Background: an optimization exercise with open tools, aiming at small area, a short achievable clock period and few clock cycles. Do not read the settings as production practice.
The RTL was checked by simulation tests, not by an equivalence proof against the original design.
Power is estimated from default activity; no workload was simulated.

File: run.sh
#!/bin/bash
# synth_recipe.tcl (not shown) runs the flow's synth.tcl, then flattens the netlist and writes it again
# the make line also repeats each setting of config.mk as NAME=value (left out here)
make -C /OpenROAD-flow-scripts/flow DESIGN_CONFIG=/design/flow/config.mk WORK_HOME=/design/flow/orfs CLKGATE_MAP_FILE= SYNTH_SCRIPT=/design/flow/synth_recipe.tcl finish
File: config.mk
export PLATFORM = sky130hd
export DESIGN_NAME = isp_top
export DESIGN_NICKNAME = isp_top
export VERILOG_FILES = /design/flow/design.v
export SDC_FILE = /design/flow/constraint.sdc
export NUM_CORES = 4
export LEC_CHECK = 0
export CAP_MARGIN = 20
export CORE_MARGIN = 2
export CORE_UTILIZATION = 40
export SETUP_SLACK_MARGIN = 5
export SLEW_MARGIN = 20
File: constraint.sdc
create_clock -name core_clock -period 8.0 [get_ports {clk}]
set_input_delay 1.6000 -clock core_clock [delete_from_list [all_inputs] [get_ports {clk}]]
set_output_delay 1.6000 -clock core_clock [all_outputs]
set_load 0.01 [all_outputs]
File: design.v
`default_nettype none
package isp_pkg;
    localparam int BEATS_PER_PIC  = 192;
    localparam int PIX_PER_BEAT   = 16;
    localparam int PLANE_BEATS    = 64;
    localparam int WIN_SIZE       = 6;
    localparam int WIN_FIRST_ROW  = 13;
    localparam int WIN_FIRST_COL  = 13;
    localparam int EXPO_SHIFT     = 10;
    localparam int RESULT_LATENCY = 16;
    typedef logic [7:0]   pixel_t;
    typedef logic [127:0] beat_t;
    typedef logic [7:0]   beat_idx_t;
    typedef logic [1:0]   ratio_t;
    typedef logic [7:0]   result_t;
    typedef logic [13:0]  diff_sum_t;
endpackage
`default_nettype wire
`timescale 1ns/1ps
`default_nettype none
module isp_exposure_acc (
    input  logic          clk,
    input  logic [127:0]  x,
    input  logic          en,      
    input  logic          sh,      
    output logic [10:0]   sa,
    output logic [10:0]   sb
);
    logic s1;
    logic c2;
    logic s3;
    logic c4;
    logic s5;
    logic c6;
    logic s7;
    logic c8;
    logic s9;
    logic c10;
    logic s11;
    logic c12;
    logic s13;
    logic c14;
    logic s15;
    logic c16;
    logic s17;
    logic c18;
    logic s19;
    logic c20;
    logic s21;
    logic c22;
    logic s23;
    logic c24;
    logic s25;
    logic c26;
    logic s27;
    logic c28;
    logic s29;
    logic c30;
    logic s31;
    logic c32;
    logic s33;
    logic c34;
    logic s35;
    logic c36;
    logic s37;
    logic c38;
    logic s39;
    logic c40;
    logic s41;
    logic c42;
    logic s43;
    logic c44;
    logic s45;
    logic c46;
    logic s47;
    logic c48;
    logic s49;
    logic c50;
    logic s51;
    logic c52;
    logic s53;
    logic c54;
    logic s55;
    logic c56;
    logic s57;
    logic c58;
    logic s59;
    logic c60;
    logic s61;
    logic c62;
    logic s63;
    logic c64;
    logic s65;
    logic c66;
    logic s67;
    logic c68;
    logic s69;
    logic c70;
    logic s71;
    logic c72;
    logic s73;
    logic c74;
    logic s75;
    logic c76;
    logic s77;
    logic c78;
    logic s79;
    logic c80;
    logic s81;
    logic c82;
    logic s83;
    logic c84;
    logic s85;
    logic c86;
    logic s87;
    logic c88;
    logic s89;
    logic c90;
    logic s91;
    logic c92;
    logic s93;
    logic c94;
    logic s95;
    logic c96;
    logic s97;
    logic c98;
    logic s99;
    logic c100;
    logic s101;
    logic c102;
    logic s103;
    logic c104;
    logic q105;
    logic q106;
    logic q107;
    logic q108;
    logic q109;
    logic q110;
    logic q111;
    logic q112;
    logic q113;
    logic q114;
    logic q115;
    logic q116;
    logic q117;
    logic q118;
    logic q119;
    logic q120;
    logic q121;
    logic q122;
    logic q123;
    logic q124;
    logic q125;
    logic q126;
    logic q127;
    logic q128;
    logic q129;
    logic q130;
    logic q131;
    logic q132;
    logic q133;
    logic q134;
    logic q135;
    logic q136;
    logic q137;
    logic q138;
    logic q139;
    logic q140;
    logic q141;
    logic q142;
    logic q143;
    logic q144;
    logic q145;
    logic q146;
    logic q147;
    logic q148;
    logic q149;
    logic q150;
    logic q151;
    logic q152;
    logic q153;
    logic q154;
    logic q155;
    logic q156;
    logic q157;
    logic q158;
    logic q159;
    logic q160;
    logic q161;
    logic q162;
    logic q163;
    logic q164;
    logic q165;
    logic q166;
    logic q167;
    logic q168;
    logic q169;
    logic q170;
    logic q171;
    logic q172;
    logic q173;
    logic q174;
    logic q175;
    logic q176;
    logic q177;
    logic q178;
    logic q179;
    logic q180;
    logic q181;
    logic q182;
    logic q183;
    logic s184;
    logic c185;
    logic s186;
    logic c187;
    logic s188;
    logic c189;
    logic s190;
    logic c191;
    logic s192;
    logic c193;
    logic s194;
    logic c195;
    logic s196;
    logic c197;
    logic s198;
    logic c199;
    logic s200;
    logic c201;
    logic s202;
    logic c203;
    logic s204;
    logic c205;
    logic s206;
    logic c207;
    logic s208;
    logic c209;
    logic s210;
    logic c211;
    logic s212;
    logic c213;
    logic s214;
    logic c215;
    logic s216;
    logic c217;
    logic s218;
    logic c219;
    logic s220;
    logic c221;
    logic s222;
    logic c223;
    logic s224;
    logic c225;
    logic s226;
    logic c227;
    logic s228;
    logic c229;
    logic s230;
    logic c231;
    logic s232;
    logic c233;
    logic s234;
    logic c235;
    logic s236;
    logic c237;
    logic s238;
    logic c239;
    logic s240;
    logic c241;
    logic s242;
    logic c243;
    logic s244;
    logic c245;
    logic s246;
    logic c247;
    logic s248;
    logic c249;
    logic s250;
    logic c251;
    logic s252;
    logic c253;
    logic s254;
    logic c255;
    logic s256;
    logic c257;
    logic s258;
    logic c259;
    logic s260;
    logic c261;
    logic s262;
    logic c263;
    logic s264;
    logic c265;
    logic s266;
    logic c267;
    logic s268;
    logic c269;
    logic s270;
    logic c271;
    logic s272;
    logic c273;
    logic s274;
    logic c275;
    logic s276;
    logic c277;
    logic s278;
    logic c279;
    logic s280;
    logic c281;
    logic s282;
    logic c283;
    logic s284;
    logic c285;
    logic s286;
    logic c287;
    logic s288;
    logic c289;
    logic s290;
    logic c291;
    logic s292;
    logic c293;
    logic s294;
    logic c295;
    logic s296;
    logic c297;
    logic s298;
    logic c299;
    logic s300;
    logic c301;
    logic s302;
    logic c303;
    logic s304;
    logic c305;
    logic s306;
    logic c307;
    assign s1 = x[0] ^ x[8] ^ x[16];
    assign c2 = (x[0] & x[8]) | (x[0] & x[16]) | (x[8] & x[16]);
    assign s3 = x[24] ^ x[32];
    assign c4 = x[24] & x[32];
    assign s5 = x[1] ^ x[9] ^ x[17];
    assign c6 = (x[1] & x[9]) | (x[1] & x[17]) | (x[9] & x[17]);
    assign s7 = x[25] ^ x[33] ^ x[41];
    assign c8 = (x[25] & x[33]) | (x[25] & x[41]) | (x[33] & x[41]);
    assign s9 = x[49] ^ x[57];
    assign c10 = x[49] & x[57];
    assign s11 = x[2] ^ x[10] ^ x[18];
    assign c12 = (x[2] & x[10]) | (x[2] & x[18]) | (x[10] & x[18]);
    assign s13 = x[26] ^ x[34] ^ x[42];
    assign c14 = (x[26] & x[34]) | (x[26] & x[42]) | (x[34] & x[42]);
    assign s15 = x[50] ^ x[58] ^ x[66];
    assign c16 = (x[50] & x[58]) | (x[50] & x[66]) | (x[58] & x[66]);
    assign s17 = x[3] ^ x[11] ^ x[19];
    assign c18 = (x[3] & x[11]) | (x[3] & x[19]) | (x[11] & x[19]);
    assign s19 = x[27] ^ x[35] ^ x[43];
    assign c20 = (x[27] & x[35]) | (x[27] & x[43]) | (x[35] & x[43]);
    assign s21 = x[51] ^ x[59] ^ x[67];
    assign c22 = (x[51] & x[59]) | (x[51] & x[67]) | (x[59] & x[67]);
    assign s23 = x[4] ^ x[12] ^ x[20];
    assign c24 = (x[4] & x[12]) | (x[4] & x[20]) | (x[12] & x[20]);
    assign s25 = x[28] ^ x[36] ^ x[44];
    assign c26 = (x[28] & x[36]) | (x[28] & x[44]) | (x[36] & x[44]);
    assign s27 = x[52] ^ x[60] ^ x[68];
    assign c28 = (x[52] & x[60]) | (x[52] & x[68]) | (x[60] & x[68]);
    assign s29 = x[5] ^ x[13] ^ x[21];
    assign c30 = (x[5] & x[13]) | (x[5] & x[21]) | (x[13] & x[21]);
    assign s31 = x[29] ^ x[37] ^ x[45];
    assign c32 = (x[29] & x[37]) | (x[29] & x[45]) | (x[37] & x[45]);
    assign s33 = x[53] ^ x[61] ^ x[69];
    assign c34 = (x[53] & x[61]) | (x[53] & x[69]) | (x[61] & x[69]);
    assign s35 = x[6] ^ x[14] ^ x[22];
    assign c36 = (x[6] & x[14]) | (x[6] & x[22]) | (x[14] & x[22]);
    assign s37 = x[30] ^ x[38] ^ x[46];
    assign c38 = (x[30] & x[38]) | (x[30] & x[46]) | (x[38] & x[46]);
    assign s39 = x[54] ^ x[62] ^ x[70];
    assign c40 = (x[54] & x[62]) | (x[54] & x[70]) | (x[62] & x[70]);
    assign s41 = x[7] ^ x[15] ^ x[23];
    assign c42 = (x[7] & x[15]) | (x[7] & x[23]) | (x[15] & x[23]);
    assign s43 = x[31] ^ x[39] ^ x[47];
    assign c44 = (x[31] & x[39]) | (x[31] & x[47]) | (x[39] & x[47]);
    assign s45 = x[55] ^ x[63] ^ x[71];
    assign c46 = (x[55] & x[63]) | (x[55] & x[71]) | (x[63] & x[71]);
    assign s47 = s1 ^ s3 ^ x[40];
    assign c48 = (s1 & s3) | (s1 & x[40]) | (s3 & x[40]);
    assign s49 = x[48] ^ x[56] ^ x[64];
    assign c50 = (x[48] & x[56]) | (x[48] & x[64]) | (x[56] & x[64]);
    assign s51 = s5 ^ s7 ^ s9;
    assign c52 = (s5 & s7) | (s5 & s9) | (s7 & s9);
    assign s53 = x[65] ^ x[73] ^ x[81];
    assign c54 = (x[65] & x[73]) | (x[65] & x[81]) | (x[73] & x[81]);
    assign s55 = x[89] ^ x[97] ^ x[105];
    assign c56 = (x[89] & x[97]) | (x[89] & x[105]) | (x[97] & x[105]);
    assign s57 = s11 ^ s13 ^ s15;
    assign c58 = (s11 & s13) | (s11 & s15) | (s13 & s15);
    assign s59 = x[74] ^ x[82] ^ x[90];
    assign c60 = (x[74] & x[82]) | (x[74] & x[90]) | (x[82] & x[90]);
    assign s61 = x[98] ^ x[106] ^ x[114];
    assign c62 = (x[98] & x[106]) | (x[98] & x[114]) | (x[106] & x[114]);
    assign s63 = x[122] ^ c6;
    assign c64 = x[122] & c6;
    assign s65 = s17 ^ s19 ^ s21;
    assign c66 = (s17 & s19) | (s17 & s21) | (s19 & s21);
    assign s67 = x[75] ^ x[83] ^ x[91];
    assign c68 = (x[75] & x[83]) | (x[75] & x[91]) | (x[83] & x[91]);
    assign s69 = x[99] ^ x[107] ^ x[115];
    assign c70 = (x[99] & x[107]) | (x[99] & x[115]) | (x[107] & x[115]);
    assign s71 = x[123] ^ c12 ^ c14;
    assign c72 = (x[123] & c12) | (x[123] & c14) | (c12 & c14);
    assign s73 = s23 ^ s25 ^ s27;
    assign c74 = (s23 & s25) | (s23 & s27) | (s25 & s27);
    assign s75 = x[76] ^ x[84] ^ x[92];
    assign c76 = (x[76] & x[84]) | (x[76] & x[92]) | (x[84] & x[92]);
    assign s77 = x[100] ^ x[108] ^ x[116];
    assign c78 = (x[100] & x[108]) | (x[100] & x[116]) | (x[108] & x[116]);
    assign s79 = x[124] ^ c18 ^ c20;
    assign c80 = (x[124] & c18) | (x[124] & c20) | (c18 & c20);
    assign s81 = s29 ^ s31 ^ s33;
    assign c82 = (s29 & s31) | (s29 & s33) | (s31 & s33);
    assign s83 = x[77] ^ x[85] ^ x[93];
    assign c84 = (x[77] & x[85]) | (x[77] & x[93]) | (x[85] & x[93]);
    assign s85 = x[101] ^ x[109] ^ x[117];
    assign c86 = (x[101] & x[109]) | (x[101] & x[117]) | (x[109] & x[117]);
    assign s87 = x[125] ^ c24 ^ c26;
    assign c88 = (x[125] & c24) | (x[125] & c26) | (c24 & c26);
    assign s89 = s35 ^ s37 ^ s39;
    assign c90 = (s35 & s37) | (s35 & s39) | (s37 & s39);
    assign s91 = x[78] ^ x[86] ^ x[94];
    assign c92 = (x[78] & x[86]) | (x[78] & x[94]) | (x[86] & x[94]);
    assign s93 = x[102] ^ x[110] ^ x[118];
    assign c94 = (x[102] & x[110]) | (x[102] & x[118]) | (x[110] & x[118]);
    assign s95 = x[126] ^ c30 ^ c32;
    assign c96 = (x[126] & c30) | (x[126] & c32) | (c30 & c32);
    assign s97 = s41 ^ s43 ^ s45;
    assign c98 = (s41 & s43) | (s41 & s45) | (s43 & s45);
    assign s99 = x[79] ^ x[87] ^ x[95];
    assign c100 = (x[79] & x[87]) | (x[79] & x[95]) | (x[87] & x[95]);
    assign s101 = x[103] ^ x[111] ^ x[119];
    assign c102 = (x[103] & x[111]) | (x[103] & x[119]) | (x[111] & x[119]);
    assign s103 = x[127] ^ c36 ^ c38;
    assign c104 = (x[127] & c36) | (x[127] & c38) | (c36 & c38);
    assign s184 = q105 ^ q106 ^ q107;
    assign c185 = (q105 & q106) | (q105 & q107) | (q106 & q107);
    assign s186 = q108 ^ q109;
    assign c187 = q108 & q109;
    assign s188 = q114 ^ q115 ^ q116;
    assign c189 = (q114 & q115) | (q114 & q116) | (q115 & q116);
    assign s190 = q117 ^ q118 ^ q119;
    assign c191 = (q117 & q118) | (q117 & q119) | (q118 & q119);
    assign s192 = q120 ^ q121;
    assign c193 = q120 & q121;
    assign s194 = q123 ^ q124 ^ q125;
    assign c195 = (q123 & q124) | (q123 & q125) | (q124 & q125);
    assign s196 = q126 ^ q127 ^ q128;
    assign c197 = (q126 & q127) | (q126 & q128) | (q127 & q128);
    assign s198 = q129 ^ q130 ^ q131;
    assign c199 = (q129 & q130) | (q129 & q131) | (q130 & q131);
    assign s200 = q132 ^ q133 ^ q134;
    assign c201 = (q132 & q133) | (q132 & q134) | (q133 & q134);
    assign s202 = q135 ^ q136 ^ q137;
    assign c203 = (q135 & q136) | (q135 & q137) | (q136 & q137);
    assign s204 = q138 ^ q139 ^ q140;
    assign c205 = (q138 & q139) | (q138 & q140) | (q139 & q140);
    assign s206 = q141 ^ q142 ^ q143;
    assign c207 = (q141 & q142) | (q141 & q143) | (q142 & q143);
    assign s208 = q144 ^ q145 ^ q146;
    assign c209 = (q144 & q145) | (q144 & q146) | (q145 & q146);
    assign s210 = q147 ^ q148 ^ q149;
    assign c211 = (q147 & q148) | (q147 & q149) | (q148 & q149);
    assign s212 = q150 ^ q151 ^ q152;
    assign c213 = (q150 & q151) | (q150 & q152) | (q151 & q152);
    assign s214 = q153 ^ q154 ^ q155;
    assign c215 = (q153 & q154) | (q153 & q155) | (q154 & q155);
    assign s216 = q156 ^ q157 ^ q158;
    assign c217 = (q156 & q157) | (q156 & q158) | (q157 & q158);
    assign s218 = q159 ^ q160 ^ q161;
    assign c219 = (q159 & q160) | (q159 & q161) | (q160 & q161);
    assign s220 = q162 ^ q163 ^ q164;
    assign c221 = (q162 & q163) | (q162 & q164) | (q163 & q164);
    assign s222 = q165 ^ q166 ^ q167;
    assign c223 = (q165 & q166) | (q165 & q167) | (q166 & q167);
    assign s224 = q168 ^ q169 ^ q170;
    assign c225 = (q168 & q169) | (q168 & q170) | (q169 & q170);
    assign s226 = q171 ^ q172 ^ q173;
    assign c227 = (q171 & q172) | (q171 & q173) | (q172 & q173);
    assign s228 = q174 ^ q175 ^ q176;
    assign c229 = (q174 & q175) | (q174 & q176) | (q175 & q176);
    assign s230 = q177 ^ q178 ^ q179;
    assign c231 = (q177 & q178) | (q177 & q179) | (q178 & q179);
    assign s232 = q180 ^ q181 ^ q182;
    assign c233 = (q180 & q181) | (q180 & q182) | (q181 & q182);
    assign s234 = s184 ^ s186 ^ q110;
    assign c235 = (s184 & s186) | (s184 & q110) | (s186 & q110);
    assign s236 = s188 ^ s190 ^ s192;
    assign c237 = (s188 & s190) | (s188 & s192) | (s190 & s192);
    assign s238 = q122 ^ c185;
    assign c239 = q122 & c185;
    assign s240 = s194 ^ s196 ^ s198;
    assign c241 = (s194 & s196) | (s194 & s198) | (s196 & s198);
    assign s242 = c189 ^ c191 ^ c193;
    assign c243 = (c189 & c191) | (c189 & c193) | (c191 & c193);
    assign s244 = s200 ^ s202 ^ s204;
    assign c245 = (s200 & s202) | (s200 & s204) | (s202 & s204);
    assign s246 = c195 ^ c197 ^ c199;
    assign c247 = (c195 & c197) | (c195 & c199) | (c197 & c199);
    assign s248 = s206 ^ s208 ^ s210;
    assign c249 = (s206 & s208) | (s206 & s210) | (s208 & s210);
    assign s250 = c201 ^ c203 ^ c205;
    assign c251 = (c201 & c203) | (c201 & c205) | (c203 & c205);
    assign s252 = s212 ^ s214 ^ s216;
    assign c253 = (s212 & s214) | (s212 & s216) | (s214 & s216);
    assign s254 = c207 ^ c209 ^ c211;
    assign c255 = (c207 & c209) | (c207 & c211) | (c209 & c211);
    assign s256 = s218 ^ s220 ^ s222;
    assign c257 = (s218 & s220) | (s218 & s222) | (s220 & s222);
    assign s258 = c213 ^ c215 ^ c217;
    assign c259 = (c213 & c215) | (c213 & c217) | (c215 & c217);
    assign s260 = s224 ^ s226 ^ s228;
    assign c261 = (s224 & s226) | (s224 & s228) | (s226 & s228);
    assign s262 = c219 ^ c221 ^ c223;
    assign c263 = (c219 & c221) | (c219 & c223) | (c221 & c223);
    assign s264 = s230 ^ s232 ^ q183;
    assign c265 = (s230 & s232) | (s230 & q183) | (s232 & q183);
    assign s266 = c225 ^ c227 ^ c229;
    assign c267 = (c225 & c227) | (c225 & c229) | (c227 & c229);
    assign s268 = s234 ^ q111;
    assign c269 = s234 & q111;
    assign s270 = s236 ^ s238 ^ c187;
    assign c271 = (s236 & s238) | (s236 & c187) | (s238 & c187);
    assign s272 = s240 ^ s242 ^ c237;
    assign c273 = (s240 & s242) | (s240 & c237) | (s242 & c237);
    assign s274 = s244 ^ s246 ^ c241;
    assign c275 = (s244 & s246) | (s244 & c241) | (s246 & c241);
    assign s276 = s248 ^ s250 ^ c245;
    assign c277 = (s248 & s250) | (s248 & c245) | (s250 & c245);
    assign s278 = s252 ^ s254 ^ c249;
    assign c279 = (s252 & s254) | (s252 & c249) | (s254 & c249);
    assign s280 = s256 ^ s258 ^ c253;
    assign c281 = (s256 & s258) | (s256 & c253) | (s258 & c253);
    assign s282 = s260 ^ s262 ^ c257;
    assign c283 = (s260 & s262) | (s260 & c257) | (s262 & c257);
    assign s284 = s264 ^ s266 ^ c261;
    assign c285 = (s264 & s266) | (s264 & c261) | (s266 & c261);
    assign s286 = c231 ^ c233 ^ c265;
    assign c287 = (c231 & c233) | (c231 & c265) | (c233 & c265);
    assign s288 = s268 ^ q112;
    assign c289 = s268 & q112;
    assign s290 = s270 ^ c235 ^ c269;
    assign c291 = (s270 & c235) | (s270 & c269) | (c235 & c269);
    assign s292 = s272 ^ c239 ^ c271;
    assign c293 = (s272 & c239) | (s272 & c271) | (c239 & c271);
    assign s294 = s274 ^ c243 ^ c273;
    assign c295 = (s274 & c243) | (s274 & c273) | (c243 & c273);
    assign s296 = s276 ^ c247 ^ c275;
    assign c297 = (s276 & c247) | (s276 & c275) | (c247 & c275);
    assign s298 = s278 ^ c251 ^ c277;
    assign c299 = (s278 & c251) | (s278 & c277) | (c251 & c277);
    assign s300 = s280 ^ c255 ^ c279;
    assign c301 = (s280 & c255) | (s280 & c279) | (c255 & c279);
    assign s302 = s282 ^ c259 ^ c281;
    assign c303 = (s282 & c259) | (s282 & c281) | (c259 & c281);
    assign s304 = s284 ^ c263 ^ c283;
    assign c305 = (s284 & c263) | (s284 & c283) | (c263 & c283);
    assign s306 = s286 ^ c267 ^ c285;
    assign c307 = (s286 & c267) | (s286 & c285) | (c267 & c285);
    always_ff @(posedge clk) begin
        q105 <= s47;
        q106 <= s49;
        q107 <= x[72];
        q108 <= x[80];
        q109 <= x[88];
        q110 <= x[96];
        q111 <= x[104];
        q112 <= x[112];
        q113 <= x[120];
        q114 <= s51;
        q115 <= s53;
        q116 <= s55;
        q117 <= x[113];
        q118 <= x[121];
        q119 <= c2;
        q120 <= c4;
        q121 <= c48;
        q122 <= c50;
        q123 <= s57;
        q124 <= s59;
        q125 <= s61;
        q126 <= s63;
        q127 <= c8;
        q128 <= c10;
        q129 <= c52;
        q130 <= c54;
        q131 <= c56;
        q132 <= s65;
        q133 <= s67;
        q134 <= s69;
        q135 <= s71;
        q136 <= c16;
        q137 <= c58;
        q138 <= c60;
        q139 <= c62;
        q140 <= c64;
        q141 <= s73;
        q142 <= s75;
        q143 <= s77;
        q144 <= s79;
        q145 <= c22;
        q146 <= c66;
        q147 <= c68;
        q148 <= c70;
        q149 <= c72;
        q150 <= s81;
        q151 <= s83;
        q152 <= s85;
        q153 <= s87;
        q154 <= c28;
        q155 <= c74;
        q156 <= c76;
        q157 <= c78;
        q158 <= c80;
        q159 <= s89;
        q160 <= s91;
        q161 <= s93;
        q162 <= s95;
        q163 <= c34;
        q164 <= c82;
        q165 <= c84;
        q166 <= c86;
        q167 <= c88;
        q168 <= s97;
        q169 <= s99;
        q170 <= s101;
        q171 <= s103;
        q172 <= c40;
        q173 <= c90;
        q174 <= c92;
        q175 <= c94;
        q176 <= c96;
        q177 <= c42;
        q178 <= c44;
        q179 <= c46;
        q180 <= c98;
        q181 <= c100;
        q182 <= c102;
        q183 <= c104;
        sa <= !en ? '0 : sh ? {1'b0, c287, s306, s304, s302, s300, s298, s296, s294, s292, s290} : {c287, s306, s304, s302, s300, s298, s296, s294, s292, s290, s288};
        sb <= !en ? '0 : sh ? {1'b0, c307, c305, c303, c301, c299, c297, c295, c293, c291, c289} : {c307, c305, c303, c301, c299, c297, c295, c293, c291, c289, q113};
    end
endmodule
`default_nettype wire
`timescale 1ns/1ps
`default_nettype none
module isp_top (
    input  logic             clk,
    input  logic             rst_n,
    input  logic             in_valid,
    input  logic             in_mode,
    input  isp_pkg::ratio_t  in_ratio_mode,
    input  logic             pix_valid,
    input  isp_pkg::beat_t   pix_data,
    output logic             busy,
    output logic             out_valid,
    output isp_pkg::result_t out_data
);
    logic [7:0] bcnt;       
    logic       mode_q;
    logic [1:0] ratio_q;
    logic       busy_q;
    logic       rmode;      
    logic [1:0] rratio;
    logic       last0;
    assign last0 = pix_valid && (bcnt == 8'd191);
    always_ff @(posedge clk or negedge rst_n) begin
        if (!rst_n) begin
            bcnt    <= '0;
            mode_q  <= 1'b0;
            ratio_q <= '0;
            busy_q  <= 1'b0;
            rmode   <= 1'b0;
            rratio  <= '0;
        end else begin
            if (in_valid) begin
                bcnt    <= '0;
                mode_q  <= in_mode;
                ratio_q <= in_ratio_mode;
                busy_q  <= 1'b1;
            end else if (pix_valid) begin
                bcnt <= last0 ? 8'd0 : bcnt + 8'd1;
                if (last0) begin
                    busy_q <= 1'b0;
                end
            end
            if (last0) begin
                rmode  <= mode_q;
                rratio <= ratio_q;
            end
        end
    end
    assign busy = busy_q;
    logic red0, green0, blue0, wrow0;
    assign red0   = (bcnt[7:6] == 2'd0);
    assign green0 = (bcnt[7:6] == 2'd1);
    assign blue0  = (bcnt[7:6] == 2'd2);
    assign wrow0  = (bcnt[5:0] >= 6'd26) && (bcnt[5:0] <= 6'd37);
    logic       sat;
    logic [3:0] thr;
    logic [7:0] colmask0;
    logic [127:0] xbits;
    assign sat = mode_q && (ratio_q == 2'd3);
    assign thr = green0 ? 4'(3 - ratio_q) : 4'(4 - ratio_q);
    always_comb begin
        for (int j = 0; j < 8; j++) begin
            colmask0[j] = (4'(j) >= thr) && !(sat && j == 7);
        end
        for (int i = 0; i < 16; i++) begin
            for (int j = 0; j < 8; j++) begin
                xbits[8*i + j] = colmask0[j] && (pix_data[8*i + j] || (j < 7 && sat && pix_data[8*i + 7]));
            end
        end
    end
    logic [10:0] sa, sb;
    isp_exposure_acc i_tree (
        .clk (clk),
        .x   (xbits),
        .en  (v1),
        .sh  (!g1),
        .sa  (sa),
        .sb  (sb)
    );
    logic        v1, v2, e3;
    logic        first1, first2, last1, last2, g1;
    logic [18:0] acc;     
    always_ff @(posedge clk or negedge rst_n) begin
        if (!rst_n) begin
            v1    <= 1'b0;
            v2    <= 1'b0;
            last1 <= 1'b0;
            last2 <= 1'b0;
            e3    <= 1'b0;
        end else begin
            v1    <= pix_valid;
            v2    <= v1;
            last1 <= last0;
            last2 <= last1;
            e3    <= v2 && last2;
        end
    end
    always_ff @(posedge clk) begin
        first1 <= pix_valid && (bcnt == 8'd0);
        first2 <= first1;
        g1     <= green0;
        acc <= (first2 ? 19'd0 : acc) + 19'(sa) + 19'(sb);
    end
    logic [7:0] expo_res;
    always_comb begin
        case (rratio)
            2'd0:    expo_res = {2'b0, acc[18:13]};
            2'd1:    expo_res = {1'b0, acc[18:12]};
            2'd2:    expo_res = acc[18:11];
            default: expo_res = acc[17:10];
        endcase
    end
    logic       wv1, wred1, wend1;
    logic [6:0] wp1 [3];
    always_ff @(posedge clk or negedge rst_n) begin
        if (!rst_n) begin
            wv1    <= 1'b0;
            wend1  <= 1'b0;
        end else begin
            wv1    <= pix_valid && !mode_q && wrow0;
            wend1  <= pix_valid && !mode_q && blue0 && (bcnt[5:0] == 6'd37);
        end
    end
    always_ff @(posedge clk) begin
        wred1 <= red0;
        for (int j = 0; j < 3; j++) begin
            if (bcnt[0]) begin
                wp1[j] <= green0 ? pix_data[8*j + 1 +: 7] : {1'b0, pix_data[8*j + 2 +: 6]};
            end else begin
                wp1[j] <= green0 ? pix_data[8*(13 + j) + 1 +: 7] : {1'b0, pix_data[8*(13 + j) + 2 +: 6]};
            end
        end
    end
    logic [7:0] ch [3][12];
    logic       pact;         
    logic [4:0] pcnt;
    logic       chain_en;
    assign chain_en = wv1 || pact;
    always_ff @(posedge clk) begin
        if (chain_en) begin
            for (int j = 0; j < 3; j++) begin
                ch[j][0] <= (wred1 && wv1 ? 8'd0 : ch[j][11]) + (wv1 ? 8'(wp1[j]) : 8'd0);
                for (int k = 1; k < 12; k++) begin
                    ch[j][k] <= ch[j][k-1];
                end
            end
        end
    end
    logic       phb;           
    logic [3:0] e;             
    logic [2:0] r;
    logic       h;
    logic       r14, r13, r23, r2;
    logic [7:0] opa [3];
    logic [7:0] opb [3];
    logic       val [3];
    logic       c4  [3];
    logic       c2  [3];
    assign phb = (pcnt < 5'd12);
    assign e   = phb ? pcnt[3:0] : 4'(pcnt - 5'd12);
    assign r   = e[3:1];
    assign h   = e[0];
    assign r14 = (r >= 3'd1) && (r <= 3'd4);
    assign r13 = (r >= 3'd1) && (r <= 3'd3);
    assign r23 = (r == 3'd2) || (r == 3'd3);
    assign r2  = (r == 3'd2);
    always_comb begin
        for (int j = 0; j < 3; j++) begin
            opa[j] = ch[j][11];
        end
        if (phb) begin
            opb[0] = ch[1][11];
            opb[1] = ch[2][11];
            opb[2] = ch[0][10];
            val[0] = 1'b1;       c4[0] = h && r14;   c2[0] = 1'b0;
            val[1] = 1'b1;       c4[1] = !h && r14;  c2[1] = 1'b0;
            val[2] = !h;         c4[2] = !h && r14;  c2[2] = !h && r23;
        end else begin
            opb[0] = ch[0][9];
            opb[1] = ch[1][9];
            opb[2] = ch[2][9];
            val[0] = 1'b1;       c4[0] = h && r13;   c2[0] = h && r2;
            val[1] = 1'b1;       c4[1] = r13;        c2[1] = 1'b0;
            val[2] = 1'b1;       c4[2] = !h && r13;  c2[2] = !h && r2;
        end
    end
    logic [7:0] dq  [3];
    logic       iq  [3];
    logic       q4m [3];
    logic       q2m [3];
    logic [8:0] sd [3];
    always_comb begin
        for (int j = 0; j < 3; j++) begin
            sd[j] = {1'b0, opa[j]} + {1'b0, ~opb[j]};
        end
    end
    always_ff @(posedge clk) begin
        for (int j = 0; j < 3; j++) begin
            dq[j]  <= (pact && val[j]) ? (sd[j][7:0] ^ {8{!sd[j][8]}}) : 8'd0;
            iq[j]  <= pact && val[j] && sd[j][8];
            q4m[j] <= c4[j];
            q2m[j] <= c2[j];
        end
    end
    logic [13:0] s6, s4;
    logic [9:0]  s2;
    logic        pstart;
    assign pstart = wv1 && wend1;
    always_ff @(posedge clk) begin
        if (pstart) begin
            s6 <= '0;
            s4 <= '0;
            s2 <= '0;
        end else begin
            s6 <= s6 + 14'(dq[0]) + 14'(dq[1]) + 14'(dq[2])
                     + 14'(iq[0]) + 14'(iq[1]) + 14'(iq[2]);
            s4 <= s4 + 14'(dq[0] & {8{q4m[0]}}) + 14'(dq[1] & {8{q4m[1]}}) + 14'(dq[2] & {8{q4m[2]}})
                     + 14'(iq[0] & q4m[0]) + 14'(iq[1] & q4m[1]) + 14'(iq[2] & q4m[2]);
            s2 <= s2 + 10'(dq[0] & {8{q2m[0]}}) + 10'(dq[2] & {8{q2m[2]}})
                     + 10'(iq[0] & q2m[0]) + 10'(iq[2] & q2m[2]);
        end
    end
    logic pd1, pd2, pd3, fdone;
    logic [1:0] fres;
    always_ff @(posedge clk or negedge rst_n) begin
        if (!rst_n) begin
            pact <= 1'b0;
            pcnt <= '0;
            pd1  <= 1'b0;
            pd2  <= 1'b0;
            pd3  <= 1'b0;
        end else begin
            if (pstart) begin
                pact <= 1'b1;
                pcnt <= '0;
            end else if (pact) begin
                pcnt <= pcnt + 5'd1;
                if (pcnt == 5'd21) begin
                    pact <= 1'b0;
                end
            end
            pd1 <= pact && (pcnt == 5'd21);
            pd2 <= pd1;
            pd3 <= pd2;
        end
    end
    logic [7:0]  q2;
    logic [9:0]  q4;
    logic [15:0] lim2, lim4;
    assign q2   = s2[9:2];
    assign q4   = s4[13:4];
    assign lim2 = (16'(q2) << 5) + (16'(q2) << 2) + 16'd36;
    assign lim4 = (16'(q4) << 5) + (16'(q4) << 2) + 16'd36;
    logic ca, cb, cc;
    always_ff @(posedge clk) begin
        if (pd2) begin
            ca <= {2'b0, q2} >= q4;
            cb <= 16'(s6) < lim2;
            cc <= 16'(s6) < lim4;
        end
        if (pd3) begin
            fres <= (ca && cb) ? 2'd0 : (cc ? 2'd1 : 2'd2);
        end
    end
    logic pend, fire;
    assign fire = (e3 || pend) && (rmode || fdone);
    always_ff @(posedge clk or negedge rst_n) begin
        if (!rst_n) begin
            pend      <= 1'b0;
            fdone     <= 1'b0;
            out_valid <= 1'b0;
            out_data  <= '0;
        end else begin
            pend      <= !fire && (pend || e3);
            fdone     <= !fire && (fdone || pd3);
            out_valid <= fire;
            out_data  <= fire ? (rmode ? expo_res : {6'd0, fres}) : 8'd0;
        end
    end
endmodule
`default_nettype wire
==> load_flow_metrics.sql, run 1 <==
INSERT INTO impl_metrics (metric_group, metric, value, unit) VALUES
('outcome', 'outcome', 'no timing/DRC/antenna violations', ''),
('drt', 'wl', '64.4', 'mm'),
('global_routing', 'grtUsageMet2', '31.4', '%'),
('place', 'gp_routability_congestion', '0.969', ''),
('timing', 'final_setup_violations', '0', ''),
('timing', 'setup_total_negative_slack', '0', 'ps'),
('worst_setup_path', 'timing.critical_path.from_type', 'flip-flop', ''),
('finish', 'final_util', '48.6', '%'),
('floorplan', 'die_width', '266', 'um'),
('synthesis', 'netlist-cell-type-count', '81', ''),
('timing', 'report.final.hold_viol_count', '0', ''),
('global_routing', 'antenna_violations_before_repair', '0', ''),
('global_routing', 'grt_first_pass_wirelength', '101', 'mm'),
('worst_setup_path', 'max_stage_delay', '520', 'ps'),
('synthesis', 'syn-cell-area', '27400', 'um^2'),
('finish', 'n_antenna_cell', '0', ''),
('worst_setup_path', 'critPathSlowestCell', 'sky130_fd_sc_hd__fa_1', ''),
('synthesis', 'ys_ff_latch', '550', ''),
('global_routing', 'grt.busiest_layer', 'met2', ''),
('clock_tree', 'cts-root-buf', 'sky130_fd_sc_hd__clkbuf_16', ''),
('synthesis', 'synthTopCellsByCount', 'sky130_fd_sc_hd__edfxtp_1, sky130_fd_sc_hd__dfxtp_1, sky130_fd_sc_hd__inv_1', ''),
('clock_tree', 'cts-buffers-inserted', '58', ''),
('place', 'place.port_buffers', '144', ''),
('global_routing', 'grt_remaining_overflow', '0', ''),
('drt', 'drcViolationCount', '0', ''),
('worst_setup_path', 'required_time_of_the_critical_path', '8470', 'ps'),
('synthesis', 'ys_seq_area_share', '51.6', '%'),
('flow_run', 'drv_cap', '0', ''),
('clock_tree', 'cts_buffer_depth', '3', ''),
('floorplan', 'die_h', '266', 'um'),
('worst_setup_path', 'timing_worst_setup_path_type', 'flip-flop to flip-flop', ''),
('global_routing', 'gr-usage-met1', '25.0', '%'),
('worst_setup_path', 'path_cells', 'and2_4 -> fa_1 -> fa_1 -> fa_2 -> fa_2 -> a211oi_4 -> o21ai_2 -> a21oi_2 -> o21bai_1 -> xnor2_1 -> nor2_1', ''),
('synthesis', 'post_synth_top_flop', 'sky130_fd_sc_hd__edfxtp_1', ''),
('drt', 'routedWlPerCell', '19.2', 'um'),
('floorplan', 'start_util', '40.2', '%'),
('drt', 'detailedRoute.firstIterationViolations', '1187', ''),
('synthesis', 'synth.largest_area_cell', 'sky130_fd_sc_hd__edfxtp_1', ''),
('timing', 'max-slew-margin-rel', '26.6', '%'),
('floorplan', 'floorplan_die_area', '70700', 'um^2'),
('worst_hold_path', 'hold_path.class', 'flip-flop to flip-flop', ''),
('timing', 'timing.final.crit_period', '3240', 'ps'),
('finish', 'areaGrowthSynthToFinish', '20.8', '%'),
('power_and_ir_drop', 'powerDensity', '254', 'nW/um^2'),
('floorplan', 'core_region_area', '68200', 'um^2'),
('timing', 'rsz_0062_raised_after_global_routing', 'yes', ''),
('global_routing', 'grtUsageMet3', '2.62', '%'),
('clock_tree', 'clkSlewWorstSetupHoldPaths', '60', 'ps'),
('global_routing', 'grt_max_degree', '100', ''),
('synthesis', 'async_set_or_reset_register_ratio_after_synthesis', '7.64', '%'),
('drt', 'via_count', '17023', ''),
('worst_setup_path', 'setup.worst_path.end_class', 'flip-flop', ''),
('floorplan', 'io_pins', '145', ''),
('timing', 'layout_worst_path_cycle_share', '40.5', '%'),
('worst_setup_path', 'crit_path_max_fanout', '6', ''),
('finish', 'final_net_count', '2893', ''),
('drt', 'pre_repair_dr_iteration_count', '5', ''),
('synthesis', 'yosysMostFrequentCell', 'sky130_fd_sc_hd__edfxtp_1', ''),
('timing', 'tightest_slew', '1100', 'ps'),
('synthesis', 'synthesis.yosys.warnings', '14', ''),
('synthesis', 'number_of_flops_mapped_to_enable_cells_by_yosys', '293', ''),
('synthesis', 'synth_top_area_share', '32.1', '%'),
('synthesis', 'synthesis.area_per_instance', '12.4', 'um^2'),
('drt', 'viasPerCell', '5.07', ''),
('clock_tree', 'tritoncts_num_sinks', '550', ''),
('synthesis', 'yosys-top-cells-area', 'sky130_fd_sc_hd__edfxtp_1, sky130_fd_sc_hd__dfxtp_1, sky130_fd_sc_hd__fa_1, sky130_fd_sc_hd__ha_1, sky130_fd_sc_hd__dfrtp_1', ''),
('power_and_ir_drop', 'cell_leakage_power', '0.0133', 'uW'),
('floorplan', 'floorplan.rows', '96', ''),
('power_and_ir_drop', 'vdd_drop_max', '0.246', 'mV'),
('global_routing', 'grt_pass1_vias', '18038', ''),
('global_routing', 'grt.total_usage', '18.6', '%');
power by group:
part           switching [uW]  internal, uW  total [uW]
Combinational            1310          1170        2480
Clock                    1140          1540        2680
Sequential                106          3150        3260
Total                    2560          5860        8410
flip-flops by register name (all words and copies together), names as in the netlist, 3 cells and up:
signal	flops
acc	19
bcnt	8
wp1	21
iq	3
out_data	8
i_tree.sb	11
q4m	3
s2	10
pcnt	5
s4	14
i_tree.sa	11
ch	288
dq	24
s6	14
layer usage:
metal / vias up / share of wire, %
li1: 8040 / -
met1: 8468 / 45
met2: 403 / 48
met3: 112 / 4.3
met4: 0 / 2.6
met5: - / 0
final cells by class:
class / count / area [um^2] / share of cell area [%]
repair buffers: 223 / 2170 / 6.55
inverters: 206 / 788 / 2.38
flip-flops and latches: 550 / 14200 / 42.9
clock inverters: 31 / 360 / 1.09
clock buffers: 77 / 1560 / 4.70
multi-input cells: 1387 / 12900 / 39.0
well taps: 882 / 1100 / 3.33
path summary, 6_finish.rpt:
kind	from	end	slack [ps]	cells after the start
setup / recovery	q4m[0]	s4[8]	4760	11
hold / removal	first1	first2	330	0
setup reg to reg	q4m[0]	s4[8]	4760	11
hold reg to reg	first1	first2	330	0
max in group asynchronous	rst_n	wv1	6200	1
min in group asynchronous	rst_n	mode_q	1110	1
placed cells by master, fill, tap and decap left out, drive strengths merged, types with 45 or more instances in the layout:
cell,n
fa,170
inv,206
mux2i,52
ha,162
buf,78
edfxtp,293
nand2,112
and2,65
clkbuf,77
nor2b,46
nor2,169
a21oi,63
clkdlybuf4s50,122
dfxtp,215
xnor2,63
o21a,45
o21ai,133
stage by stage:
step                hold slack (ps)  setup WS (ps)  cells  cell area (um^2)  power, uW
floorplan                       310           4860   2209             27700       5000
global placement                316           4050   3176             29900       5670
detailed placement              316           4040   3176             29900       5720
CTS                             329           4690   3326             32700       8480
global route                    345           4630   3356             33200       8970
finish                          329           4760   3356             33200       8410
timing repair:
| action | in CTS | in global routing |
|---|---|---|
| cloned | 2 | 0 |
| buffers inserted | 40 | 30 |
| endpoints found under the setup margin | 152 | 75 |
| resized for setup | 162 | 73 |
| pin swaps | 45 | 46 |
logic make-up after synthesis:
group,after synthesis,synth area share (%)
flops,550,51.6
simple gates,514,9.14
compound gates,356,8.47
fa+ha+maj,332,19.8
buf+inv,272,3.82
xor+xnor,104,3.32
mux,81,3.91
critical path, delay by kind of cell (launching register included):
family / cells / cell delay [ps]
xor gates and xnor gates: 1 / 130
DFF: 1 / 370
adders and majority gates: 4 / 1720
AOI/OAI and AO/OA: 4 / 650
and+or+nand+nor: 2 / 200
Testbench counts, summed over its fixed seeds: cycles 18,560.
==> run 2, diff against run 1 <==
--- a/config.mk
+++ b/config.mk
@@ -5,8 +5,10 @@
 export SDC_FILE = /design/flow/constraint.sdc
 export NUM_CORES = 4
 export LEC_CHECK = 0
+export ABC_AREA = 1
 export CAP_MARGIN = 20
 export CORE_MARGIN = 2
 export CORE_UTILIZATION = 40
+export CTS_BUF_LIST = sky130_fd_sc_hd__clkbuf_4
 export SETUP_SLACK_MARGIN = 5
 export SLEW_MARGIN = 20
==> run 2 against run 1 <==
Register-to-register slack better by 250 ps. Clock skew up 25 ps. Area after synthesis grew 3.7%. Total power down 2.1%. Via count is 18% higher. Critical path type is now flip-flop to output pin. Largest power group unchanged. Highest routed layer is now met5.
==> load_flow_metrics.sql, run 2 <==
INSERT INTO impl_metrics (metric_group, metric, value, unit) VALUES
('drt', 'viasPerCell', '4.80', ''),
('worst_setup_path', 'critPathSlowestCell', 'sky130_fd_sc_hd__dfrtp_1', ''),
('finish', 'largest_register_ffs', '288', ''),
('timing', 'setup_total_negative_slack', '0', 'ps'),
('timing', 'timing.final.ws_setup', '4890', 'ps'),
('synthesis', 'yosysMostFrequentCell', 'sky130_fd_sc_hd__nand2_1', ''),
('worst_setup_path', 'worst_path_dominant_cell_family', 'flip-flops', ''),
('worst_setup_path', 'required_time_of_the_critical_path', '6400', 'ps'),
('clock_tree', 'tritoncts', 'done', ''),
('floorplan', 'start_util', '40.5', '%'),
('timing', 'max-slew-margin-rel', '33.3', '%'),
('place', 'place.port_buffers', '144', ''),
('global_routing', 'grt_remaining_overflow', '0', ''),
('timing', 'rsz_0062_raised_after_global_routing', 'yes', ''),
('synthesis', 'netlist-cell-type-count', '51', ''),
('finish', 'areaGrowthSynthToFinish', '17.0', '%'),
('worst_hold_path', 'hold_path.class', 'flip-flop to flip-flop', ''),
('place', 'numPlacedInstances', '3899', ''),
('floorplan', 'die_h', '271', 'um'),
('global_routing', 'grt_max_degree', '171', ''),
('finish', 'final_net_count', '3600', ''),
('worst_setup_path', 'timing.critical_path.from_type', 'flip-flop', ''),
('place', 'gp_routability_congestion', '0.908', ''),
('power_and_ir_drop', 'powerDensity', '247', 'nW/um^2'),
('worst_setup_path', 'crit_path_max_fanout', '2', ''),
('synthesis', 'synth.largest_area_cell', 'sky130_fd_sc_hd__edfxtp_1', ''),
('place', 'dpl.hpwl', '52.1', 'mm'),
('global_routing', 'grt_first_pass_wirelength', '109', 'mm'),
('synthesis', 'async_set_or_reset_register_ratio_after_synthesis', '7.64', '%'),
('drt', 'drcViolationCount', '0', ''),
('finish', 'drive_above_1_share', '12.4', '%'),
('synthesis', 'synthesis.area_per_instance', '9.96', 'um^2'),
('synthesis', 'synthTopCellsByCount', 'sky130_fd_sc_hd__nand2_1, sky130_fd_sc_hd__inv_1, sky130_fd_sc_hd__edfxtp_1', ''),
('timing', 'layout_worst_path_cycle_share', '38.9', '%'),
('worst_setup_path', 'crit_arrival', '1510', 'ps'),
('synthesis', 'yosys-top-cells-area', 'sky130_fd_sc_hd__edfxtp_1, sky130_fd_sc_hd__dfxtp_1, sky130_fd_sc_hd__fa_1, sky130_fd_sc_hd__nand2_1, sky130_fd_sc_hd__ha_1', ''),
('finish', 'largest_register', 'ch', ''),
('floorplan', 'core_region_area', '70300', 'um^2'),
('global_routing', 'grt.total_usage', '19.1', '%'),
('synthesis', 'ys_ff_latch', '550', ''),
('timing', 'clock.fmax', '0.321', 'GHz'),
('timing', 'clock-skew-final', '55.8', 'ps'),
('synthesis', 'ys_seq_area_share', '49.7', '%'),
('clock_tree', 'h-tree-depth', '4', ''),
('floorplan', 'io_pins', '145', ''),
('global_routing', 'grt_pass1_vias', '20595', ''),
('clock_tree', 'cts-root-buf', 'sky130_fd_sc_hd__clkbuf_4', ''),
('timing', 'tightest_slew', '997', 'ps'),
('finish', 'layout.cells.most_common', 'sky130_fd_sc_hd__nand2_1', ''),
('finish', 'layout_common_cells', 'sky130_fd_sc_hd__nand2_1, sky130_fd_sc_hd__inv_1, sky130_fd_sc_hd__edfxtp_1, sky130_fd_sc_hd__nor2_1, sky130_fd_sc_hd__clkbuf_4', ''),
('floorplan', 'die_width', '271', 'um'),
('timing', 'timing.final.crit_period', '3110', 'ps'),
('global_routing', 'antenna_violations_before_repair', '3', ''),
('synthesis', 'post_synth_top_flop', 'sky130_fd_sc_hd__edfxtp_1', ''),
('clock_tree', 'clock_latency', '970', 'ps'),
('finish', 'largestRegisters', 'ch (288), dq (24), wp1 (21)', ''),
('finish', 'layoutNonFillerInstCount', '4191', ''),
('floorplan', 'floorplan_die_area', '73300', 'um^2'),
('power_and_ir_drop', 'vdd_drop_max', '0.224', 'mV'),
('synthesis', 'synthesis.yosys.warnings', '14', ''),
('worst_setup_path', 'max_stage_delay', '420', 'ps'),
('drt', 'via_count', '20100', ''),
('timing', 'timing.hold.ws', '321', 'ps'),
('drt', 'routedWlPerCell', '16.3', 'um'),
('clock_tree', 'cts-buffers-inserted', '149', ''),
('worst_setup_path', 'path_cells', 'buf_2', ''),
('outcome', 'outcome', 'no timing/DRC/antenna violations', ''),
('synthesis', 'synth_top_area_share', '30.9', '%'),
('clock_tree', 'cts_buffer_depth', '3', ''),
('synthesis', 'syn-cell-area', '28500', 'um^2'),
('drt', 'wl', '68.4', 'mm'),
('worst_setup_path', 'timing_worst_setup_path_type', 'flip-flop to output pin', ''),
('synthesis', 'synthCells', '2859', ''),
('timing', 'final_setup_violations', '0', ''),
('worst_setup_path', 'crit_buf_inv', '1', ''),
('synthesis', 'syn-num-nets', '3326', ''),
('synthesis', 'number_of_flops_mapped_to_enable_cells_by_yosys', '293', ''),
('drt', 'pre_repair_dr_iteration_count', '5', ''),
('clock_tree', 'clkSlewWorstSetupHoldPaths', '70', 'ps'),
('power_and_ir_drop', 'cell_leakage_power', '0.0152', 'uW'),
('power_and_ir_drop', 'total_power', '8240', 'uW'),
('timing', 'report.final.hold_viol_count', '0', ''),
('drt', 'detailedRoute.firstIterationViolations', '1224', ''),
('clock_tree', 'tritoncts_num_sinks', '550', ''),
('flow_run', 'drv_cap', '0', ''),
('drt', 'final_antenna_net_count', '0', ''),
('timing', 'finalMaxSlewViolations', '0', ''),
('floorplan', 'floorplan.rows', '97', ''),
('place', 'placement.setup.worst_slack', '4160', 'ps'),
('worst_setup_path', 'setup.worst_path.end_class', 'output pin', '');
==> run 2: what timing repair did <==
| action | 4_1_cts | 5_1_grt |
|---|---|---|
| resized for setup | 66 | 70 |
| hold buffers | 0 | 0 |
| pin swaps | 8 | 20 |
| hold endpoints to repair | 0 | 0 |
| setup endpoints to repair | 107 | 83 |
| setup buffers | 10 | 13 |
==> run 2: final timing paths <==
kind                              from          end  slack, ps  cells past startpoint
max in group asynchronous        rst_n          wv1       6900                      1
worst min-delay path               pd1          pd2        320                      0
min in group asynchronous        rst_n  out_data[7]        650                      1
worst min register to register     pd1          pd2        320                      0
worst max register to register  s4[12]           cc       5010                     12
worst max-delay path            busy_q         busy       4890                      1
==> run 2: logic make-up after synthesis <==
| family | Yosys count | synth area share, % |
|---|---|---|
| muxes | 13 | 0.457 |
| AOI/OAI and AO/OA | 388 | 7.69 |
| buffers and inverters | 529 | 7.15 |
| adders and majority gates | 332 | 19.1 |
| and+or+nand+nor | 992 | 14.2 |
| xor gates and xnor gates | 55 | 1.76 |
| DFF | 550 | 49.7 |
==> run 2: final cells by class <==
type                    instances  area (um^2)
diodes                          2         5.00
well taps                     940         1180
repair buffers                171         1630
multi-input cells            1780        12500
flip-flops and latches        550        14200
clock buffers                 220         1650
fillers                      6515        37000
inverters                     481         1820
clock inverters                47          345
==> run 2: layer usage <==
| layer | global-route usage (%) | wire (um) | share of wire [%] |
|---|---|---|---|
| met1 | 24.1 | 29500 | 43 |
| met2 | 32.1 | 33800 | 49 |
| met3 | 4.56 | 3650 | 5.3 |
| met4 | 6.16 | 1400 | 2.1 |
| met5 | 0 | 11 | 0.016 |
==> run 2: per-stage QoR <==
stage               instance area [um^2]  utilization (%)
finish                             33300             47.4
global route                       33300             47.4
CTS                                33000             47.0
detailed placement                 30900             44.0
global placement                   30900             44.0
floorplan                          28500                -
==> run 2: power by group <==
group	total, uW	switching, uW	internal [uW]
Combinational	2380	1370	1010
Clock	2610	1200	1410
Sequential	3250	97.3	3150
==> run 3, diff against run 2 <==
--- a/config.mk
+++ b/config.mk
@@ -9,6 +9,6 @@
 export CAP_MARGIN = 20
 export CORE_MARGIN = 2
 export CORE_UTILIZATION = 40
-export CTS_BUF_LIST = sky130_fd_sc_hd__clkbuf_4
+export CTS_BUF_LIST = sky130_fd_sc_hd__clkbuf_8
 export SETUP_SLACK_MARGIN = 5
 export SLEW_MARGIN = 20
==> run 3 against run 2 <==
Still clean on timing, DRC and antenna. Sequential share of layout area barely moved. Sequential power barely moved. Global-route usage fell by 0.20 points. Total power fell by 0.37%. Wire length fell by 0.25%. First-iteration DRC count rose by 6.5%. Register-to-register slack improved by 40 ps. Flip-flop and latch count did not move. Synthesized cell count did not move. Critical path type is now input port to flip-flop. Critical endpoint is now i_tree.q141.
==> load_flow_metrics.sql, run 3 <==
INSERT INTO impl_metrics (metric_group, metric, value, unit) VALUES
('synthesis', 'synthesis.yosys.warnings', '14', ''),
('worst_hold_path', 'hold_path.class', 'flip-flop to flip-flop', ''),
('synthesis', 'syn-num-nets', '3326', ''),
('worst_setup_path', 'crit_arrival', '3520', 'ps'),
('finish', 'layout.cells.most_common', 'sky130_fd_sc_hd__nand2_1', ''),
('floorplan', 'io_pins', '145', ''),
('global_routing', 'antenna_violations_before_repair', '4', ''),
('worst_setup_path', 'startpoint', 'pix_data[15]', ''),
('worst_setup_path', 'crit_buf_inv', '3', ''),
('outcome', 'outcome', 'no timing/DRC/antenna violations', ''),
('worst_setup_path', 'max_stage_delay', '550', 'ps'),
('timing', 'layout_worst_path_cycle_share', '36.9', '%'),
('synthesis', 'post_synth_top_flop', 'sky130_fd_sc_hd__edfxtp_1', ''),
('power_and_ir_drop', 'vdd_drop_max', '0.218', 'mV'),
('flow_run', 'drv_cap', '0', ''),
('synthesis', 'number_of_flops_mapped_to_enable_cells_by_yosys', '293', ''),
('worst_setup_path', 'required_time_of_the_critical_path', '8570', 'ps'),
('finish', 'final_area', '33300', 'um^2'),
('synthesis', 'ys_seq_area_share', '49.7', '%'),
('global_routing', 'grtUsageMet2', '31.6', '%'),
('synthesis', 'yosysMostFrequentCell', 'sky130_fd_sc_hd__nand2_1', ''),
('global_routing', 'grt_remaining_overflow', '0', ''),
('place', 'place.port_buffers', '144', ''),
('worst_setup_path', 'r2r_start', 'q4m[0]', ''),
('drt', 'routedWlPerCell', '16.7', 'um'),
('worst_setup_path', 'critPathSlowestCell', 'sky130_fd_sc_hd__fa_1', ''),
('power_and_ir_drop', 'cell_leakage_power', '0.0151', 'uW'),
('drt', 'wl', '68.2', 'mm'),
('synthesis', 'netlist-cell-type-count', '51', ''),
('worst_setup_path', 'regToRegEndpoint', 's4[12]', ''),
('synthesis', 'synthCells', '2859', ''),
('power_and_ir_drop', 'p_clk_share', '31.5', '%'),
('place', 'placement.setup.worst_slack', '4160', 'ps'),
('worst_setup_path', 'timing.critical_path.from_type', 'input port', '');
run 3: cell counts after synthesis:
No cell type changed its count.
run 3: cell families after synthesis:
group | count (synthesis) | share of synthesized area (%)
buffers and inverters | 529 | 7.15
XOR/XNOR | 55 | 1.76
adder cells (fa/ha/maj) | 332 | 19.1
multiplexers | 13 | 0.457
AO/OA/AOI/OAI | 388 | 7.69
AND/OR/NAND/NOR | 992 | 14.2
flip-flops | 550 | 49.7
run 3: cell type report:
type / instances / area (um^2) / share of cell area, %
Clock buffer: 101 / 1390 / 4.18
Clock inverter: 69 / 532 / 1.60
Tap cell: 940 / 1180 / 3.53
Antenna cell: 3 / 7.51 / 0.0225
Multi-Input combinational cell: 1780 / 12500 / 37.6
Sequential cell: 550 / 14200 / 42.7
Inverter: 481 / 1840 / 5.53
Timing Repair Buffer: 168 / 1630 / 4.90
run 3: timing repair:
item	CTS	global route
pin swaps	7	22
setup endpoints to repair	108	71
setup buffers	13	7
resized for setup	47	86
run 3: worst reg2reg max path, stage by stage (launching register included):
cell and delay (ps):
sky130_fd_sc_hd__dfxtp_4 400, sky130_fd_sc_hd__nand2_1 60, sky130_fd_sc_hd__inv_1 60, sky130_fd_sc_hd__fa_1 430, sky130_fd_sc_hd__fa_1 520, sky130_fd_sc_hd__fa_2 400
sky130_fd_sc_hd__fa_2 380, sky130_fd_sc_hd__nand3_2 100, sky130_fd_sc_hd__nand2_4 80, sky130_fd_sc_hd__nand3_1 120, sky130_fd_sc_hd__nand3_2 110, sky130_fd_sc_hd__nand2_1 80
sky130_fd_sc_hd__nand2_1 50, sky130_fd_sc_hd__nor2_1 90
run 3: power by group through the flow:
stage | sequential, uW | combinational [uW] | clock, uW
detailed placement | 3310 | 2320 | 0
global route | 3270 | 2670 | 2790
finish | 3250 | 2370 | 2590
global placement | 3310 | 2290 | 0
floorplan | 3280 | 1530 | 0
CTS | 3260 | 2350 | 2660
run 3: worst min path at each step:
stage               depth (start not counted)      to  startpoint
finish                                      0  first2      first1
global route                                0  first2      first1
floorplan                                   0  first2      first1
detailed placement                          0  first2      first1
global placement                            0  first2      first1
CTS                                         0  first2      first1
run 3: metal layers:
metal,vias up,part of all wire (%)
met5,-,0.019
met4,2,3.2
met3,117,5.2
met2,503,48
met1,9366,43
li1,9681,-
run 3: per-stage QoR:
step                hold WS [ps]  cells  utilization (%)  total power (uW)
floorplan                    310   2859                -              4810
global placement             315   3899             44.0              5600
detailed placement           321   3899             44.0              5640
CTS                          334   4082             46.9              8260
global route                 333   4091             47.4              8740
finish                       330   4092             47.4              8210

==> what the ideal ports hide <==
In the flow no input, the clock included, has a driving cell. The finished layouts below were timed again as built, in two steps.
Step 1, drivers: a clkbuf_16 drives clk and a buf_2 each remaining input, both assumed.
Step 2, shift: input delay + t, output delay - t, t = (earliest + latest rising clock arrival at the registers) / 2. This alone moves slack from input paths to output paths.
a / b / c = ideal ports / drivers / drivers and shift; a / b = the first two.
run | shift t [ns] | setup WS [ns] | pins driven straight from the clock port
run 1 | 0.691 | 4.763 / 4.763 / 4.379 | 1
run 2 | 0.992 | 4.889 / 4.832 / 4.179 | 1
run 3 | 0.734 | 5.045 / 5.033 / 4.335 | 1
After both steps every run listed still meets setup and hold.
